Background: an optimization exercise with open tools, aiming at small area, a short achievable clock period and few clock cycles. Do not read the settings as production practice.
Where RTL was checked, it was by simulation tests only, not by an equivalence proof against the original.
Power is estimated from default activity; no workload was simulated.

## source_text_tokenizer
module source_text_tokenizer (
    input  logic        clk,
    input  logic        rst_n,
    input  logic        in_valid,
    output logic        in_stall,
    input  logic [7:0]  ch,
    input  logic        end_of_text,
    output logic        out_valid,
    input  logic        out_stall,
    output logic [5:0]  token_kind,
    output logic [19:0] start_offset,
    output logic [19:0] start_line,
    output logic [15:0] start_column,
    output logic [15:0] span_length,
    output logic        last_of_run
);
Size: about 1500 cells after synthesis.
Settings: LEC_CHECK=0, CAP_MARGIN=20, CORE_MARGIN=2, CORE_UTILIZATION=60, CTS_BUF_LIST=sky130_fd_sc_hd__clkbuf_8, SETUP_SLACK_MARGIN=5, SLEW_MARGIN=20; clock period 10.0 ns.
standard.sh (not shown) runs the stock make flow with config.mk's settings and CLKGATE_MAP_FILE= SYNTH_SCRIPT=/design/flow/synth_recipe.tcl, a recipe that flattens the netlist after the stock synthesis.
==> flow/flow/run.sh <==
#!/bin/bash
# Standard layout; ports are buffered with the smallest buffer, and timing
# repair aims 8 ns below the clock period (the SDC is unchanged)
bash standard.sh "BUFFER_PORTS_ARGS=-buffer_cell sky130_fd_sc_hd__buf_1" SETUP_SLACK_MARGIN=8 finish > standard.log 2>&1
The baseline never finished: it broke off in global routing (5_1_grt) on GRT-0232.
Testbench counts at the start, summed over its fixed seeds: cycles 18,569.
Change:
==> flow/flow/run.sh (replaced) <==
#!/bin/bash
# Standard layout; ports are buffered with the smallest buffer, and timing
# repair aims 7 ns below the clock period (the SDC is unchanged)
bash standard.sh "BUFFER_PORTS_ARGS=-buffer_cell sky130_fd_sc_hd__buf_1" SETUP_SLACK_MARGIN=7 finish > standard.log 2>&1
Outcome:
- This time the run ran to the end with no violations
- synthesized cell count stays the same
- area after synthesis stays the same
Change:
==> flow/flow/run.sh (replaced) <==
#!/bin/bash
# Standard layout; ports are buffered with the smallest buffer, and timing
# repair aims 6 ns below the clock period (the SDC is unchanged)
bash standard.sh "BUFFER_PORTS_ARGS=-buffer_cell sky130_fd_sc_hd__buf_1" SETUP_SLACK_MARGIN=6 finish > standard.log 2>&1
Effect:
- via count came out lower by 7.3%
- utilization came out lower by 5.9 points
- power came out lower by 9.9%
- wire length came out lower by 11%
- final area came out lower by 8.0%
- clock power came out higher by 8.8%
- combinational power came out lower by 27%
- worst setup slack degrades by 0.70 ns
- non-clock buffer count came out lower by 97
Change:
==> flow/flow/run.sh (replaced) <==
#!/bin/bash
# Standard layout; ports are buffered with the smallest buffer instead of the default choice
bash standard.sh "BUFFER_PORTS_ARGS=-buffer_cell sky130_fd_sc_hd__buf_1" finish > standard.log 2>&1
CORE_UTILIZATION = 65   (was 60)
Effect: The changed run went through all stages and came out clean. Hold slack gets better by 0.0081 ns. Combinational power falls by a few percent. Flip-flop and latch count stays the same. Final cell count falls by a few percent. Die area falls by a little under a tenth. Clock skew rises by 0.0076 ns. Setup slack gets worse by 0.51 ns. Global-route usage rises by 1.4 points.
Change:
==> flow/flow/run.sh (replaced) <==
#!/bin/bash
# Standard layout; ports are buffered with the smallest buffer, and timing
# repair aims 7.3 ns below the clock period (the SDC is unchanged)
bash standard.sh "BUFFER_PORTS_ARGS=-buffer_cell sky130_fd_sc_hd__buf_1" SETUP_SLACK_MARGIN=7.3 finish > standard.log 2>&1
CORE_UTILIZATION = 60   (was 65)
Design area rose by about a fifth.
Sequential cell count stays the same.
Critical path depth fell by 7.
Non-clock buffer count is higher by 183.
Power went up by a quarter to a third.
Register-to-register slack improves by 1.2 ns.
Global-route usage came out higher by 4.3 points.
Count of clock-buffer cells in the layout grows by 1.
Routed wire length climbs by a quarter to a third.
Die area came out higher by a little under a tenth.
Worst setup slack improves by 1.2 ns.

* * *

wip/yarrow:
Another version of the RTL of source_text_tokenizer (not shown whole).
Size: about 2100 cells after synthesis, ~260 flip-flops, roughly 94 I/O pins, roughly 17000 µm² of cells after synthesis.
Settings: LEC_CHECK=0, ABC_AREA=1, CAP_MARGIN=20, CORE_MARGIN=2, CORE_UTILIZATION=40, SETUP_SLACK_MARGIN=5, SLEW_MARGIN=20; clock period 10.0 ns.
run.sh (not shown) runs the stock make flow with config.mk's settings and CLKGATE_MAP_FILE= SYNTH_SCRIPT=/design/flow/synth_recipe.tcl, a recipe that flattens the netlist after the stock synthesis.
Stock flow here: none of the scripts above is used.
Testbench counts of wip/yarrow, summed over its fixed seeds: cycles 18,522.
Modified inputs, wip/juniper compared to wip/yarrow
--- a/flow/config.mk
+++ b/flow/config.mk
@@ -7,3 +7,3 @@
 export LEC_CHECK = 0
-export ABC_AREA = 1
+export ABC_CLOCK_PERIOD_IN_PS = 1500
 export CAP_MARGIN = 20
[summary]
- Peak fanout along the critical path, wip/juniper and wip/yarrow, higher one = wip/yarrow.
- Diff wip/yarrow..wip/juniper | final sum of negative setup slack | negligible
- wip/juniper vs wip/yarrow: logic depth of the worst setup path including buffers down
- sky130_fd_sc_hd__dfrtp_1 as the slowest library cell on the worst path was reported by wip/juniper, and sky130_fd_sc_hd__nor2_1 by wip/yarrow.
Changes in wip/nickel relative to wip/juniper:
==> flow/flow/run.sh (new file) <==
#!/bin/bash
# Standard layout; ports are buffered with the smallest buffer instead of the default choice
bash standard.sh "BUFFER_PORTS_ARGS=-buffer_cell sky130_fd_sc_hd__buf_1" finish > standard.log 2>&1
==> flow/standard.sh (new file) <==
#!/bin/bash
# synth_recipe.tcl (not shown) runs the flow's synth.tcl, then flattens the netlist and writes it again
# the make line also repeats each setting of config.mk as NAME=value (left out here)
make -C /OpenROAD-flow-scripts/flow DESIGN_CONFIG=/design/flow/config.mk WORK_HOME=/design/flow/orfs CLKGATE_MAP_FILE= SYNTH_SCRIPT=/design/flow/synth_recipe.tcl "${@:-finish}"
--- a/flow/config.mk
+++ b/flow/config.mk
@@ -7,6 +7,6 @@
 export LEC_CHECK = 0
-export ABC_CLOCK_PERIOD_IN_PS = 1500
 export CAP_MARGIN = 20
 export CORE_MARGIN = 2
-export CORE_UTILIZATION = 40
+export CORE_UTILIZATION = 65
+export CTS_BUF_LIST = sky130_fd_sc_hd__clkbuf_8
 export SETUP_SLACK_MARGIN = 5
removed: flow/run.sh
--- outcome ---
NOTE: utilization in wip/nickel exceeds that of wip/juniper
wip/nickel against wip/juniper: wire length fell by 1900 µm, cell count after synthesis stayed essentially flat, share of final-layout standard cells stronger than drive strength 1 rose by 0.78 points, number of unique standard cell types used by synthesis stayed essentially flat, share of final layout cell area taken by non-clock buffers fell by 3.0 points.
### wip/nickel -> wip/xenon
==> flow/run.sh (new file) <==
#!/bin/bash
# synth_recipe.tcl (not shown) runs the flow's synth.tcl, then flattens the netlist and writes it again
# the make line also repeats each setting of config.mk as NAME=value (left out here)
make -C /OpenROAD-flow-scripts/flow DESIGN_CONFIG=/design/flow/config.mk WORK_HOME=/design/flow/orfs CLKGATE_MAP_FILE= SYNTH_SCRIPT=/design/flow/synth_recipe.tcl finish
--- a/flow/config.mk
+++ b/flow/config.mk
@@ -7,6 +7,6 @@
 export LEC_CHECK = 0
+export ABC_CLOCK_PERIOD_IN_PS = 2500
 export CAP_MARGIN = 20
 export CORE_MARGIN = 2
-export CORE_UTILIZATION = 65
-export CTS_BUF_LIST = sky130_fd_sc_hd__clkbuf_8
+export CORE_UTILIZATION = 40
 export SETUP_SLACK_MARGIN = 5
removed: flow/flow/run.sh
removed: flow/standard.sh
Results
- Of the two values seen for worst setup path startpoint, u_front.mode_r[0]$_DFFE_PN0P_ was produced by wip/xenon and u_front.trie_r[3]$_DFFE_PP_ by wip/nickel.
- From wip/xenon to wip/nickel, flip-flop and latch count did not move at all.
- Compared with wip/nickel, in wip/xenon count of clock-buffer cells in the layout lost 10; arrival time reported for the critical path endpoint now smaller; leakage component of the power increased 4.1%; power density over cell area level.
- In wip/xenon, the die outline area came out about 60% above the value in wip/nickel.

* * *

== red ==
Starting RTL as in the previous note.
export LEC_CHECK = 0
export ABC_CLOCK_PERIOD_IN_PS = 4000
export CAP_MARGIN = 20
export CORE_MARGIN = 2
export CORE_UTILIZATION = 40
export SETUP_SLACK_MARGIN = 5
export SLEW_MARGIN = 20
create_clock -name core_clock -period 10.0 [get_ports {clk}]
Stock flow here: none of the scripts above is used.
Testbench counts of red, summed over its fixed seeds: cycles 18,522.
Inputs modified between red and blue:
- CTS_BUF_LIST: unset -> sky130_fd_sc_hd__clkbuf_8
- CORE_UTILIZATION: 40 -> 65
- ABC_CLOCK_PERIOD_IN_PS: 4000 -> unset
## What came out
- blue ran to completion and came out clean on the timing, design-rule and antenna checks.
- Comparing red and blue, the lower fraction of area in multi-input gates is on red.
- Reported combinational group power came out higher on blue than on red.
- The higher placed instance count came out of red.

* * *

== try-juniper ==
Another version of the RTL of source_text_tokenizer (not shown whole).
Size: roughly 270 flip-flops, roughly 94 I/O pins.
Settings: LEC_CHECK=0, CAP_MARGIN=20, CORE_MARGIN=2, CORE_UTILIZATION=40, SLEW_MARGIN=20; clock period 10.0 ns.
try-juniper | status: complete | timing, DRC, antenna: pass
The inputs of try-maple differ from those of try-juniper as listed below.
# try-juniper
export LEC_CHECK = 0
export CAP_MARGIN = 20
export CORE_MARGIN = 2
export CORE_UTILIZATION = 40
export SLEW_MARGIN = 20
create_clock -name core_clock -period 10.0 [get_ports {clk}]
# try-maple
export LEC_CHECK = 0
export ABC_CLOCK_PERIOD_IN_PS = 2500
export CAP_MARGIN = 20
export CORE_MARGIN = 2
export CORE_UTILIZATION = 40
export SETUP_SLACK_MARGIN = 5
export SLEW_MARGIN = 20
create_clock -name core_clock -period 10.0 [get_ports {clk}]
==> flow/flow/run.sh (new file) <==
#!/bin/bash
# Standard layout, with repair_timing aiming further below the clock period
# (the SDC and clock period are the design's, unchanged)
bash standard.sh SETUP_SLACK_MARGIN=7 finish > standard.log 2>&1
==> flow/standard.sh (new file) <==
#!/bin/bash
# synth_recipe.tcl (not shown) runs the flow's synth.tcl, then flattens the netlist and writes it again
# the make line also repeats each setting of config.mk as NAME=value (left out here)
make -C /OpenROAD-flow-scripts/flow DESIGN_CONFIG=/design/flow/config.mk WORK_HOME=/design/flow/orfs CLKGATE_MAP_FILE= SYNTH_SCRIPT=/design/flow/synth_recipe.tcl "${@:-finish}"
removed: flow/run.sh
### Flow results
Diff try-juniper -> try-maple: final routed wirelength across all metal layers moved up, global-route total usage across every layer moved up, arrival time of data at the critical path endpoint moved down, total via count in the routed design moved up.
Against try-juniper, try-maple comes in 6.8 points lower on fraction of area in registers.
Delta (try-maple minus try-juniper): number of cells after detailed placement has decreased, highest achievable clock rate went up 60 MHz.
Here is what was changed in the inputs of try-harbor compared with try-maple.
==> flow/run.sh (new file) <==
#!/bin/bash
# synth_recipe.tcl (not shown) runs the flow's synth.tcl, then flattens the netlist and writes it again
# the make line also repeats each setting of config.mk as NAME=value (left out here)
make -C /OpenROAD-flow-scripts/flow DESIGN_CONFIG=/design/flow/config.mk WORK_HOME=/design/flow/orfs CLKGATE_MAP_FILE= SYNTH_SCRIPT=/design/flow/synth_recipe.tcl finish
removed: flow/flow/run.sh
removed: flow/standard.sh
### Flow results
- Required time at the endpoint of the critical path ended up 0.05 ns higher on try-harbor than on try-maple.
- Worst hold slack ends up lower on try-maple.
- Total global routing track utilization on try-harbor is down relative to try-maple.
- try-harbor: global-route wire length before repair 10% below try-maple
- try-harbor: number of diodes lower than try-maple
No run of this note included a check of the RTL's function; only the layout flow was run.

[what the ideal ports hide]
The flow's constraints put no driver on any port. The routed layouts listed below were extracted and timed again, unchanged, in two steps.
Step 1, drivers: a clkbuf_16 drives clk and a buf_2 each remaining input, both assumed.
Step 2, shift: input delay + t, output delay - t, t = (earliest + latest rising clock arrival at the registers) / 2. This alone moves slack from input paths to output paths.
Three values: ideal ports, drivers, drivers and shift; two values: the first two.
run	t (ns)	slack for setup (ns)	worst hold slack (ns)
the second run of note 1	0.598	6.847 / 6.804 / 6.367	0.408 / 0.408 / 0.408
the third run of note 1	0.609	6.145 / 6.145 / 6.029	0.408 / 0.408 / 0.408
the fourth run of note 1	0.590	5.640 / 5.640 / 5.487	0.416 / 0.416 / 0.416
the fifth run of note 1	0.613	6.796 / 6.750 / 6.194	0.418 / 0.418 / 0.418
wip/yarrow	0.631	5.318 / 5.318 / 5.318	0.449 / 0.449 / 0.449
wip/juniper	0.621	5.670 / 5.670 / 5.221	0.464 / 0.464 / 0.464
wip/nickel	0.612	5.690 / 5.690 / 5.349	0.452 / 0.452 / 0.452
wip/xenon	0.621	5.670 / 5.670 / 5.221	0.464 / 0.464 / 0.464
red	0.621	5.670 / 5.670 / 5.221	0.464 / 0.464 / 0.464
blue	0.613	5.753 / 5.753 / 5.375	0.458 / 0.458 / 0.458
try-juniper	0.605	4.598 / 4.598 / 4.598	0.454 / 0.454 / 0.454
try-maple	0.623	5.924 / 5.924 / 5.631	0.459 / 0.459 / 0.459
try-harbor	0.619	5.245 / 5.245 / 5.102	0.464 / 0.464 / 0.464
After both steps every run listed still meets setup and hold. For the fifth run of note 1, which loses most, drivers alone change the setup slack by -0.046 ns; drivers and shift together by -0.602 ns.
